Context: an optimization exercise on an open-source flow, tuned for small area. The choices shown serve that exercise and are no tape-out recipe.
RTL that was checked went through simulation tests only; none was proved equivalent to the original.
Only the layout flow was run in runs 2 and 3; the RTL was not checked for function there.
Power and IR drop assume default switching activity.

==> flow/design.v, too long to show whole: its modules and the start of the top module <==
// module i2s_receiver: 53 lines
// module eq_mac: 750 lines
// module eq_mac_fa: 10 lines
// module eq_mac_sel: 10 lines
// module eq_band_mixer: 33 lines
// module i2s_transmitter: 67 lines
// module audio_processing: 157 lines
module audio_processing #(
    parameter int num_taps = 8,
    parameter int bclk_div = 4
) (
    input  logic                        clk,
    input  logic                        rst,
    input  logic                        audio_enable,
    input  logic                        i2s_bclk,
    input  logic                        i2s_lrclk,
    input  logic                        i2s_d,
    input  logic                        coef_wr_en,
    input  audio_pkg::band_t            coef_band,
    input  logic [$clog2(num_taps)-1:0] coef_addr,
    input  audio_pkg::coef_t            coef_data,
    input  logic                        gain_wr_en,
    input  audio_pkg::band_t            gain_band,
    input  audio_pkg::gain_t            gain_data,
    output logic                        dac_bclk,
    output logic                        dac_lrclk,
    output logic                        dac_data
);
  // ...
==> flow/run.sh <==
#!/bin/bash
# synth_recipe.tcl (not shown) runs the flow's synth.tcl, then flattens the netlist and writes it again
# the make line also repeats each setting of config.mk as NAME=value (left out here)
make -C /OpenROAD-flow-scripts/flow DESIGN_CONFIG=/design/flow/config.mk WORK_HOME=/design/flow/orfs CLKGATE_MAP_FILE= SYNTH_SCRIPT=/design/flow/synth_recipe.tcl finish
==> flow/config.mk <==
export PLATFORM = sky130hd
export DESIGN_NAME = audio_processing
export DESIGN_NICKNAME = audio_processing
export VERILOG_FILES = /design/flow/design.v
export SDC_FILE = /design/flow/constraint.sdc
export NUM_CORES = 4
export LEC_CHECK = 0
export CAP_MARGIN = 20
export CORE_MARGIN = 2
export CORE_UTILIZATION = 40
export SLEW_MARGIN = 20
export SYNTH_HIERARCHICAL = 1
==> flow/constraint.sdc <==
create_clock -name core_clock -period 20.0 [get_ports {clk}]
set_input_delay 4.0000 -clock core_clock [delete_from_list [all_inputs] [get_ports {clk}]]
set_output_delay 4.0000 -clock core_clock [all_outputs]
set_load 0.01 [all_outputs]
==> results_dict.tcl, run 1 <==
set metrics [dict create \
    run_status "timing/DRC/antenna clean" \
    top_layer_used "met4" \
    seq_cell_count 982 \
    crit_fanout 6 \
    coreArea_um2 144000 \
    ys_types 59 \
    nNonClkInverters 308 \
    p_seq_w 0.00259 \
    global_route.usage.met1_pct 28.5 \
    firstDrtPassIters 9 \
    critPathRequiredTime_ns 20.59 \
    seq_area_um2 27800 \
    preCtsSetupSlack_ns 0.0386 \
    synthFlopType "edfxtp_1" \
    synthTopCellsByArea "edfxtp_1 (42%), fa_1 (15%), a22oi_2 (8.6%)" \
    path_clk_slew_ns 0.06 \
    rsz0062_at_grt "false" \
    vias 33158 \
    maxSlewHeadroom_pct 32.9 \
    finalHoldWorstSlack_ns 0.402 \
    die_area_um2 148000 \
    fmax_ghz 0.0514 \
    ys_ff_latch 982 \
    use_met2_pct 31.6 \
    switchingPower_w 0.00260 \
    ys_seq_area_share_pct 47.9 \
    antenna_found_initial 2 \
    grt_usage_pct 19.8 \
    crit_slowest_cell "or4_4" \
    clock-sinks 982 \
    buf_share_pct 3.21 \
    synth_edf_count 808 \
    multiInputGateArea_um2 28700 \
    worstHoldPathCells 0 \
    design_area_um2 65600 \
    layout_common_cells "edfxtp_1 (808), fa_1 (431), xor2_1 (403)" \
    clock_skew_ns 0.0478 \
    final-clk-cell-share_pct 5.18 \
    area.growth.synth_to_final_pct 13.2 \
    clk_path_buf_depth 3 \
    initial_core_util_pct 40.3 \
    io_buffers 47 \
    cp_common_cell "fa_1" \
    synth.most_common_cell "edfxtp_1" \
    ios 48 \
]
==> module eq_band_mixer, before the edit <==
module eq_band_mixer (
    input  logic        clk,
    input  logic        rst,
    input  logic        gain_wr_en,
    input  logic        gain_band,
    input  logic [15:0] gain_data,           
    output logic [15:0] gain_r0,
    output logic [15:0] gain_r1,
    output logic [15:0] gain_fwd0,
    output logic [15:0] gain_fwd1
);
    logic        wr_d;
    logic        band_d;
    logic [15:0] data_d;
    always_ff @(posedge clk) begin
        wr_d   <= gain_wr_en & ~rst;
        band_d <= gain_band;
        data_d <= gain_data;
    end
    always_ff @(posedge clk) begin
        if (rst) begin
            gain_r0 <= 16'h4000;                            
            gain_r1 <= 16'h4000;
        end else if (wr_d) begin
            if (band_d)
                gain_r1 <= data_d;
            else
                gain_r0 <= data_d;
        end
    end
    assign gain_fwd0 = (wr_d && !band_d) ? data_d : gain_r0;
    assign gain_fwd1 = (wr_d &&  band_d) ? data_d : gain_r1;
endmodule
==> module audio_processing, before the edit <==
module audio_processing #(
    parameter int num_taps = 8,
    parameter int bclk_div = 4
) (
    input  logic                        clk,
    input  logic                        rst,
    input  logic                        audio_enable,
    input  logic                        i2s_bclk,
    input  logic                        i2s_lrclk,
    input  logic                        i2s_d,
    input  logic                        coef_wr_en,
    input  audio_pkg::band_t            coef_band,
    input  logic [$clog2(num_taps)-1:0] coef_addr,
    input  audio_pkg::coef_t            coef_data,
    input  logic                        gain_wr_en,
    input  audio_pkg::band_t            gain_band,
    input  audio_pkg::gain_t            gain_data,
    output logic                        dac_bclk,
    output logic                        dac_lrclk,
    output logic                        dac_data
);
    logic        clr;
    logic        left_done, frame_done;
    logic [23:0] shift_sr;
    logic [4:0]  seq;
    logic [3:0]  hist_cnt;           
    logic [191:0] ring_l;            
    logic [191:0] ring_r;
    logic        rot_l, rot_r, feed_l, feed_r;
    logic        pass;
    logic [2:0]  tap;
    logic        tap_ok;
    logic [23:0] tap_x;
    logic [15:0] coef0 [8];
    logic [15:0] coef1 [8];
    logic [15:0] gain_r0, gain_r1, gain_fwd0, gain_fwd1;
    logic        band_valid, s1_valid, mix_valid;
    logic [42:0] acc0_n, acc1_n;     
    logic [42:0] sum0_n, sum1_n;
    logic [42:0] acc0, acc1;
    logic [23:0] res0, res1;         
    logic [23:0] sat15_0, sat15_1, sat14_0, sat14_1;
    logic [23:0] x0, x1;
    logic [15:0] c0, c1;
    logic        first;
    assign clr = rst | ~audio_enable;
    i2s_receiver rx (
        .clk (clk), .rst (rst), .audio_enable (audio_enable),
        .i2s_bclk (i2s_bclk), .i2s_lrclk (i2s_lrclk), .i2s_d (i2s_d),
        .left_done (left_done), .frame_done (frame_done), .shift_sr (shift_sr)
    );
    always_ff @(posedge clk) begin
        if (clr)
            seq <= 5'd21;
        else if (frame_done)
            seq <= 5'd30;
        else if (left_done)
            seq <= 5'd22;
        else if (seq != 5'd21 && seq != 5'd29)
            seq <= seq + 5'd1;
    end
    always_ff @(posedge clk) begin
        if (clr)
            hist_cnt <= '0;
        else if (seq == 5'd31 && hist_cnt != 4'd8)
            hist_cnt <= hist_cnt + 4'd1;
    end
    always_ff @(posedge clk) begin
        if (clr) begin
            band_valid <= 1'b0;
        end else begin
            band_valid <= (seq == 5'd17);                   
        end
    end
    always_ff @(posedge clk) begin
        if (rst) begin
            s1_valid  <= 1'b0;
            mix_valid <= 1'b0;
        end else begin
            s1_valid  <= band_valid;
            mix_valid <= s1_valid;
        end
    end
    assign rot_l  = (seq == 5'd31) || (seq <= 5'd14) || (seq >= 5'd22 && seq <= 5'd28);
    assign feed_l = (seq == 5'd22);
    assign rot_r  = (seq <= 5'd20) || (seq >= 5'd30);
    assign feed_r = (seq == 5'd0);
    always_ff @(posedge clk) begin
        if (rot_l)
            ring_l <= {feed_l ? shift_sr : ring_l[23:0], ring_l[191:24]};
        if (rot_r)
            ring_r <= {feed_r ? shift_sr : ring_r[23:0], ring_r[191:24]};
    end
    assign pass   = ~seq[4];
    assign tap    = seq[2:0];
    assign tap_ok = pass && ({1'b0, tap} < hist_cnt);   
    assign tap_x  = tap_ok ? (seq[3] ? ring_r[23:0] : ring_l[23:0]) : 24'd0;
    always_ff @(posedge clk) begin
        if (rst) begin
            for (int i = 0; i < 8; i++) begin
                coef0[i] <= '0;
                coef1[i] <= '0;
            end
        end else if (coef_wr_en) begin
            if (coef_band)
                coef1[coef_addr] <= coef_data;
            else
                coef0[coef_addr] <= coef_data;
        end
    end
    eq_band_mixer gains (
        .clk (clk), .rst (rst),
        .gain_wr_en (gain_wr_en), .gain_band (gain_band), .gain_data (gain_data),
        .gain_r0 (gain_r0), .gain_r1 (gain_r1),
        .gain_fwd0 (gain_fwd0), .gain_fwd1 (gain_fwd1)
    );
    assign acc0 = ~acc0_n;
    assign acc1 = ~acc1_n;
    assign sat15_0 = sat_shift15(acc0);
    assign sat15_1 = sat_shift15(acc1);
    assign sat14_0 = sat_shift14(acc0);
    assign sat14_1 = sat_shift14(acc1);
    assign first = (pass && tap == 3'd0) || band_valid;
    assign x0 = band_valid ? res0 : s1_valid ? res1    : tap_x;
    assign x1 = band_valid ? sat15_1 : s1_valid ? res0 : tap_x;
    assign c0 = band_valid ? gain_fwd0 : s1_valid ? gain_r1 : coef0[tap];
    assign c1 = band_valid ? gain_fwd1 : s1_valid ? gain_r0 : coef1[tap];
    eq_mac mac0 (.c (c0), .x (x0), .first (first), .acc_n (acc0_n), .sum_n (sum0_n));
    eq_mac mac1 (.c (c1), .x (x1), .first (first), .acc_n (acc1_n), .sum_n (sum1_n));
    always_ff @(posedge clk) begin
        acc0_n <= sum0_n;
        acc1_n <= sum1_n;
    end
    always_ff @(posedge clk) begin
        if (seq == 5'd8 || band_valid)
            res0 <= sat15_0;                                
        if (seq == 5'd8)
            res1 <= sat15_1;
    end
    i2s_transmitter tx (
        .clk (clk), .rst (rst), .audio_enable (audio_enable),
        .mix_valid (mix_valid), .mix_frame ({sat14_0, sat14_1}),
        .dac_bclk (dac_bclk), .dac_lrclk (dac_lrclk), .dac_data (dac_data)
    );
    function automatic logic [23:0] sat_shift15(input logic [42:0] v);
        if (v[42:38] == 5'b00000 || v[42:38] == 5'b11111)
            sat_shift15 = v[38:15];
        else
            sat_shift15 = v[42] ? 24'h800000 : 24'h7fffff;
    endfunction
    function automatic logic [23:0] sat_shift14(input logic [42:0] v);
        if (v[42:37] == 6'b000000 || v[42:37] == 6'b111111)
            sat_shift14 = v[37:14];
        else
            sat_shift14 = v[42] ? 24'h800000 : 24'h7fffff;
    endfunction
endmodule
==> run 2, diff against run 1 <==
--- a/flow/design.v
+++ b/flow/design.v
@@ -859,4 +859,5 @@
     logic        band_d;
     logic [15:0] data_d;
+    logic [15:0] wdata;
     always_ff @(posedge clk) begin
         wr_d   <= gain_wr_en & ~rst;
@@ -864,14 +865,10 @@
         data_d <= gain_data;
     end
+    assign wdata = rst ? 16'h4000 : data_d;               
     always_ff @(posedge clk) begin
-        if (rst) begin
-            gain_r0 <= 16'h4000;                            
-            gain_r1 <= 16'h4000;
-        end else if (wr_d) begin
-            if (band_d)
-                gain_r1 <= data_d;
-            else
-                gain_r0 <= data_d;
-        end
+        if (rst || (wr_d && !band_d))
+            gain_r0 <= wdata;
+        if (rst || (wr_d && band_d))
+            gain_r1 <= wdata;
     end
     assign gain_fwd0 = (wr_d && !band_d) ? data_d : gain_r0;
@@ -982,4 +979,5 @@
     logic [15:0] coef0 [8];
     logic [15:0] coef1 [8];
+    logic [15:0] coef_wdata;
     logic [15:0] gain_r0, gain_r1, gain_fwd0, gain_fwd1;
     logic        band_valid, s1_valid, mix_valid;
@@ -1044,15 +1042,11 @@
     assign tap_ok = pass && ({1'b0, tap} < hist_cnt);   
     assign tap_x  = tap_ok ? (seq[3] ? ring_r[23:0] : ring_l[23:0]) : 24'd0;
+    assign coef_wdata = rst ? 16'd0 : coef_data;
     always_ff @(posedge clk) begin
-        if (rst) begin
-            for (int i = 0; i < 8; i++) begin
-                coef0[i] <= '0;
-                coef1[i] <= '0;
-            end
-        end else if (coef_wr_en) begin
-            if (coef_band)
-                coef1[coef_addr] <= coef_data;
-            else
-                coef0[coef_addr] <= coef_data;
+        for (int i = 0; i < 8; i++) begin
+            if (rst || (coef_wr_en && !coef_band && coef_addr == 3'(i)))
+                coef0[i] <= coef_wdata;
+            if (rst || (coef_wr_en && coef_band && coef_addr == 3'(i)))
+                coef1[i] <= coef_wdata;
         end
     end
--- a/flow/config.mk
+++ b/flow/config.mk
@@ -9,4 +9,6 @@
 export CORE_MARGIN = 2
 export CORE_UTILIZATION = 40
+export CTS_BUF_LIST = sky130_fd_sc_hd__clkbuf_4
+export CTS_CLUSTER_SIZE = 20
 export SLEW_MARGIN = 20
 export SYNTH_HIERARCHICAL = 1
==> results_dict.tcl, run 2 <==
set metrics [dict create \
    finalHoldViolCount 0 \
    path_delay_family "adder cells" \
    critical_path.startpoint "seq[0]$_SDFFE_PP1P_" \
    antenna_found_initial 4 \
    worstHoldPathCells 0 \
    cts_root_buf "clkbuf_4" \
    crit_buf_inv 3 \
    crit_fanout 6 \
    cts_made_buffers 278 \
    switchingPower_w 0.00301 \
    design_area_um2 63200 \
    place_congestion 0.876 \
    cap_violations 0 \
    avgRoutedWirePerCell_um 23.1 \
    period_minus_slack_ns 19.59 \
    yosys.area.top_type "edfxtp_1" \
    ios 48 \
    rsz0062_at_grt "false" \
    p_per_area_nw_per_um2 130 \
    io_buffers 47 \
    grt_usage_pct 20.0 \
    critPathKind "reg -> reg" \
    run_status "timing/DRC/antenna clean" \
    critical_path_depth 55 \
    p_total_w 0.00822 \
    reg.largest.list "ring_l (192), ring_r (192)" \
    slowest_delay_ns 0.55 \
    setup_viol 0 \
    final_common_cell "edfxtp_1" \
    critPathRequiredTime_ns 21.07 \
    crit_slowest_cell "or4_4" \
    initial_core_util_pct 40.4 \
    coreArea_um2 138000 \
    synth_edf_count 840 \
    ir_drop_mv 0.113 \
    fin_crit_sh_pct 98.0 \
    synth.most_common_cell "edfxtp_1" \
    finalHoldWorstSlack_ns 0.289 \
    arrival_ns 20.66 \
    synth_area_um2 55600 \
    cts_hold_buf 0 \
    clock-sinks 982 \
    rows 136 \
    syn_avg_cell_area_um2 14.7 \
    regToRegStartpoint "seq[0]$_SDFFE_PP1P_" \
    die_area_um2 142000 \
    drt-total-wl_mm 140 \
    p_leak_nw 21.0 \
    clk_path_buf_depth 4 \
    htreeDepth 5 \
    ys_types 63 \
    nNetsFinal 4688 \
    drive_above_1_share_pct 29.9 \
    ys_ff_latch 982 \
    ys_top_cells_by_count "edfxtp_1 (840), fa_1 (436), xor2_1 (416)" \
    firstDrtPassIters 7 \
    area.growth.synth_to_final_pct 13.6 \
    maxSlewHeadroom_pct 26.1 \
    drv_slew 0 \
    reg2regPathDepth 55 \
    synthCells 3791 \
    fin_ws_ns 0.405 \
    grt_pass1_wl_mm 215 \
    layout_common_cells "edfxtp_1 (840), fa_1 (408), xor2_1 (402)" \
    worst_hold_path_type "reg -> reg" \
    clock_latency_ns 1.23 \
    route.detailed.drc 0 \
    synth.top_cell.area_share_pct 45.3 \
    synthFlopType "edfxtp_1" \
    cts_tree "built" \
    hold_start "ring_r[111]$_DFFE_PP_" \
    tightestPinTransition_ns 1.11 \
    fmax_ghz 0.0510 \
    swShare_pct 36.6 \
    viasPerCell 5.41 \
    ys_seq_area_share_pct 50.4 \
    clock_skew_ns 0.137 \
    endpoint_kind "register" \
    grt_overflow_total 0 \
    internal-power_w 0.00521 \
    async_flop_share_pct 0 \
    first_iter_violations 2566 \
    placed_area_um2 59800 \
    cp-start-kind "register" \
    path_clk_slew_ns 0.06 \
    die_w_um 377 \
    hpwl_mm 94.7 \
    seqPwrFrac_pct 32.7 \
    p_clk_share_pct 21.8 \
    die_y_um 377 \
    preCtsSetupSlack_ns -0.0613 \
    cp_common_cell "fa_1" \
    grt_pass1_vias 34318 \
    ant_nets 0 \
    synthTopCellsByArea "edfxtp_1 (45%), fa_1 (16%), a22oi_2 (9.0%)" \
    grt_max_degree 192 \
    yosys_warnings 12 \
    power.share.combinational_pct 45.5 \
    vias 32922 \
]
[run 2: power by group through the flow]
stage	Clock (W)	Combinational, W	Sequential [W]
2_1_floorplan	0	0.00445	0.00264
3_3_place_gp	0	0.00357	0.00272
3_5_place_dp	0	0.00367	0.00272
4_1_cts	0.00186	0.00371	0.00268
5_1_grt	0.00196	0.00431	0.00269
6_report	0.00179	0.00374	0.00268
[run 2: logic make-up (layout without fill, tap and decap cells)]
| logic type | after synthesis | after routing | synth area share (%) |
|---|---|---|---|
| AOI/OAI and AO/OA | 847 | 847 | 14.7 |
| xor gates and xnor gates | 420 | 420 | 6.61 |
| adders and majority gates | 516 | 516 | 17.5 |
| buffers and inverters | 492 | 965 | 4.14 |
| DFF | 982 | 982 | 50.4 |
| muxes | 153 | 153 | 3.10 |
| other | 2 | 30 | 0.0135 |
| and+or+nand+nor | 379 | 379 | 3.53 |
[run 2: worst reg2reg max path, delay by kind of cell, from the launching register on]
kind	cells	cell delay (ns)
compound gates	3	0.43
fa+ha+maj	45	17.24
buf+inv	3	0.29
simple gates	3	1.07
xor+xnor	1	0.17
flops	1	0.34
[run 2: area by class of cell]
cell class / instances / area, um2
antenna: 2 / 5.00
clock buffer: 401 / 3010
clock inverter: 42 / 299
fill: 12362 / 74600
inverter: 282 / 1060
multi-input combinational: 2343 / 26600
sequential: 982 / 28100
tap: 1794 / 2240
timing repair buffer: 240 / 1990
[run 2: routing by layer]
metal | GRT usage (%) | routed length [um] | share of wire, % | vias up
met2 | 31.2 | 65000 | 46 | 1018
met4 | 7.85 | 4470 | 3.2 | 0
met1 | 27.9 | 63900 | 46 | 17060
met5 | 0 | 0 | 0 | -
li1 | - | - | - | 14615
met3 | 3.28 | 6990 | 5.0 | 229
[run 2: per-stage QoR]
step | utilization, % | std cells | setup TNS, ns
final | 45.9 | 6086 | 0
after global routing | 45.9 | 6086 | 0
after detailed placement | 43.4 | 5633 | -0.0613
after floorplan | - | 3817 | 0
after CTS | 45.8 | 6076 | 0
after global placement | 43.3 | 5633 | 0
[run 2: modules after synthesis (local to each module, per instance), excerpt]
module / cell area, um2 / cells inside
i2s_transmitter: 4000 / 212
eq_mac_fa: 20.0 / 1
i2s_receiver: 1320 / 89
eq_mac: 1660 / 278
eq_band_mixer: 1890 / 107
eq_mac_sel: 21.3 / 2
[run 2: timing repair]
item | in CTS | in global routing
hold endpoints to repair | 0 | 0
gates resized for setup | 1 | 27
endpoints found under the setup margin | 1 | 4
buffers inserted | 0 | 8
pin swaps | 0 | 3
[run 2: final timing paths]
path	to	slack [ns]
worst max-delay path	acc0_n[42]$_DFF_P_	0.41
worst min-delay path	ring_r[87]$_DFFE_PP_	0.29
worst max register to register	acc0_n[42]$_DFF_P_	0.41
worst min register to register	ring_r[87]$_DFFE_PP_	0.29
==> run 3, diff against run 2 <==
--- a/flow/config.mk
+++ b/flow/config.mk
@@ -9,6 +9,6 @@
 export CORE_MARGIN = 2
 export CORE_UTILIZATION = 40
-export CTS_BUF_LIST = sky130_fd_sc_hd__clkbuf_4
-export CTS_CLUSTER_SIZE = 20
+export CTS_BUF_LIST = sky130_fd_sc_hd__clkbuf_8
+export CTS_CLUSTER_SIZE = 30
 export SLEW_MARGIN = 20
 export SYNTH_HIERARCHICAL = 1
==> results_dict.tcl, run 3 <==
set metrics [dict create \
    ant_nets 0 \
    crit_buf_inv 3 \
    hold_start "ring_r[157]$_DFFE_PP_" \
    synth_area_um2 55600 \
    first_iter_violations 2699 \
    clock_skew_ns 0.0487 \
    cts_tree "built" \
    met2_length_mm 64.5 \
    endpoint_kind "register" \
    min_to "ring_r[133]$_DFFE_PP_" \
    crit_fanout 6 \
    drive_above_1_share_pct 26.0 \
    avgRoutedWirePerCell_um 23.5 \
    p_clk_share_pct 21.3 \
    route.detailed.drc 0 \
    path_delay_family "adder cells" \
    grt_pass1_vias 33372 \
    fin_tns_setup_ns 0 \
    synth_edf_count 840 \
    cts_root_buf "clkbuf_8" \
    cts_made_buffers 162 \
    grt_max_degree 192 \
    top_layer_used "met4" \
    final_common_cell "edfxtp_1" \
    p_leak_nw 20.8 \
    htreeDepth 4 \
    coreArea_um2 138000 \
    drv_slew 0 \
    ys_ff_latch 982 \
    crit_slowest_cell "or4_4" \
    die_w_um 377 \
    power.share.combinational_pct 46.0 \
    r2r_slack_ns 0.49 \
    grt_usage_pct 19.9 \
    met1_length_mm 64.0 \
    r2r_end "acc0_n[42]$_DFF_P_" \
    ys_types 63 \
    drt-total-wl_mm 140 \
    critPathKind "reg -> reg" \
    yosys_warnings 12 \
    arrival_ns 20.26 \
    viasPerCell 5.42 \
    rsz0062_at_grt "false" \
    clk_path_buf_depth 3 \
    p_per_area_nw_per_um2 130 \
    preCtsSetupSlack_ns -0.0613 \
    worst_hold_path_type "reg -> reg" \
    tightestPinTransition_ns 1.15 \
    ios 48 \
    synthTopCellsByArea "edfxtp_1 (45%), fa_1 (16%), a22oi_2 (9.0%)" \
    reg.largest.list "ring_l (192), ring_r (192)" \
    internal-power_w 0.00514 \
    synthCells 3791 \
    slowest_delay_ns 0.55 \
    async_flop_share_pct 0 \
    hpwl_mm 94.7 \
    cts_hold_buf 0 \
    ys_top_cells_by_count "edfxtp_1 (840), fa_1 (436), xor2_1 (416)" \
    grt_pass1_wl_mm 213 \
    maxSlewHeadroom_pct 23.2 \
    die_y_um 377 \
    cp_common_cell "fa_1" \
    clock_latency_ns 0.89 \
    cp-start-kind "register" \
    fmax_ghz 0.0513 \
    layout.cells.non_filler 5940 \
    switchingPower_w 0.00306 \
    regToRegStartpoint "seq[0]$_SDFFE_PP1P_" \
    die_area_um2 142000 \
    swShare_pct 37.3 \
    fin_ws_ns 0.489 \
    antenna_found_initial 4 \
    p_total_w 0.00820 \
    worstHoldPathCells 0 \
    nNetsFinal 4572 \
    grt_overflow_total 0 \
    place_congestion 0.876 \
    synth.most_common_cell "edfxtp_1" \
    io_buffers 47 \
    synth.top_cell.area_share_pct 45.3 \
    dp_cells 5633 \
    period_minus_slack_ns 19.51 \
    ys_seq_area_share_pct 50.4 \
    clock-sinks 982 \
    finalHoldWorstSlack_ns 0.397 \
    yosys.area.top_type "edfxtp_1" \
    layout_common_cells "edfxtp_1 (840), fa_1 (406), xor2_1 (402)" \
    area.growth.synth_to_final_pct 13.4 \
    cap_violations 0 \
    path_clk_slew_ns 0.06 \
    vias 32221 \
    fin_crit_sh_pct 97.6 \
    dr_wl_met3_mm 6.64 \
    finalHoldViolCount 0 \
    setup_viol 0 \
    ir_drop_mv 0.117 \
    syn_avg_cell_area_um2 14.7 \
    synthFlopType "edfxtp_1" \
    critPathRequiredTime_ns 20.75 \
    firstDrtPassIters 6 \
    initial_core_util_pct 40.4 \
    reg2regPathDepth 55 \
    run_status "timing/DRC/antenna clean" \
    seqPwrFrac_pct 32.8 \
    rows 136 \
]
## run 3: final cells by class
class / instances / area (um2)
clock buffers: 171 / 2350
fillers: 12253 / 74700
flip-flops and latches: 982 / 28100
inverters: 282 / 1060
multi-input cells: 2343 / 26600
clock inverters: 126 / 837
diodes: 2 / 5.00
repair buffers: 240 / 1990
well taps: 1794 / 2240
## run 3: stage by stage
stage	utilization, %	area (um2)
after floorplan	-	56000
after CTS	45.7	62900
after global placement	43.3	59700
final	45.8	63100
after global routing	45.8	63100
after detailed placement	43.4	59800
## run 3: what timing repair did
| action | 4_1_cts | 5_1_grt |
|---|---|---|
| pin swaps | 0 | 3 |
| resized for setup | 1 | 28 |
| setup buffers | 0 | 8 |
| setup endpoints to repair | 1 | 4 |
## run 3: cells by family after synthesis
group,after synthesis,synth area share [%]
xor+xnor,420,6.61
flops,982,50.4
buf+inv,492,4.14
simple gates,379,3.53
mux,153,3.10
other cells,2,0.0135
compound gates,847,14.7
fa+ha+maj,516,17.5
## run 3: power by group through the flow
stage	Clock (W)	Combinational [W]	Sequential, W
final	0.00174	0.00377	0.00269
after CTS	0.00180	0.00371	0.00268
after detailed placement	0	0.00367	0.00272
after floorplan	0	0.00445	0.00264
after global routing	0.00189	0.00435	0.00269
after global placement	0	0.00357	0.00272
## run 3: per-module statistics from Yosys (local to each module, per instance)
module	cells	area (um2)	flops+latches	times used
eq_mac_fa	1	20.0	0	436
audio_processing	1591	27900	786	1
eq_band_mixer	107	1890	50	1
eq_mac_sel	2	21.3	0	400
i2s_receiver	89	1320	38	1
eq_mac	278	1660	0	2
i2s_transmitter	212	4000	108	1
## run 3: how the worst max path moves through the flow
stage	slack [ns]	cells after the start	from	endpoint
finish	0.49	55	seq[0]$_SDFFE_PP1P_	acc0_n[42]$_DFF_P_
global route	0.005	55	seq[0]$_SDFFE_PP1P_	acc1_n[42]$_DFF_P_
CTS	0.03	55	seq[0]$_SDFFE_PP1P_	acc0_n[42]$_DFF_P_
detailed placement	-0.06	55	seq[0]$_SDFFE_PP1P_	acc0_n[42]$_DFF_P_
global placement	0.15	55	seq[0]$_SDFFE_PP1P_	acc0_n[42]$_DFF_P_
floorplan	0.02	59	seq[2]$_SDFFE_PP1N_	acc0_n[42]$_DFF_P_
## run 3: routing by layer
layer,GRT usage [%],vias to the layer above
met3,3.08,229
met2,31.1,912
met1,28.0,16813
met5,0,-
li1,-,14267
met4,7.20,0

## separate check: timing with driven ports
In the flow no input, the clock included, has a driving cell. The finished layouts below were timed again as built, in two steps. Step 1 (the two cells are an assumption about what drives the block):
set clk [get_ports {clk}]
set_driving_cell -lib_cell sky130_fd_sc_hd__clkbuf_16 $clk
set_driving_cell -lib_cell sky130_fd_sc_hd__buf_2 [delete_from_list [all_inputs] $clk]
Step 2 also shifts input and output timing later by t, the mid clock arrival at the registers, as if the neighbouring blocks saw the same clock. Three values: no drivers, after step 1, after step 2; two values: the first two.
| run | shift t [ns] | setup slack, ns | worst hold slack (ns) | worst setup path after step 2 | pins driven straight from the clock port |
|---|---|---|---|---|---|
| run 1 | 0.781 | 0.563 / 0.563 / 0.563 | 0.402 / 0.402 / 0.402 | register to register | 1 |
| run 2 | 1.237 | 0.405 / 0.405 / 0.405 | 0.289 / 0.289 / 0.289 | register to register | 1 |
| run 3 | 0.935 | 0.489 / 0.489 / 0.489 | 0.397 / 0.397 / 0.397 | register to register | 1 |
After both steps every run listed still meets setup and hold.
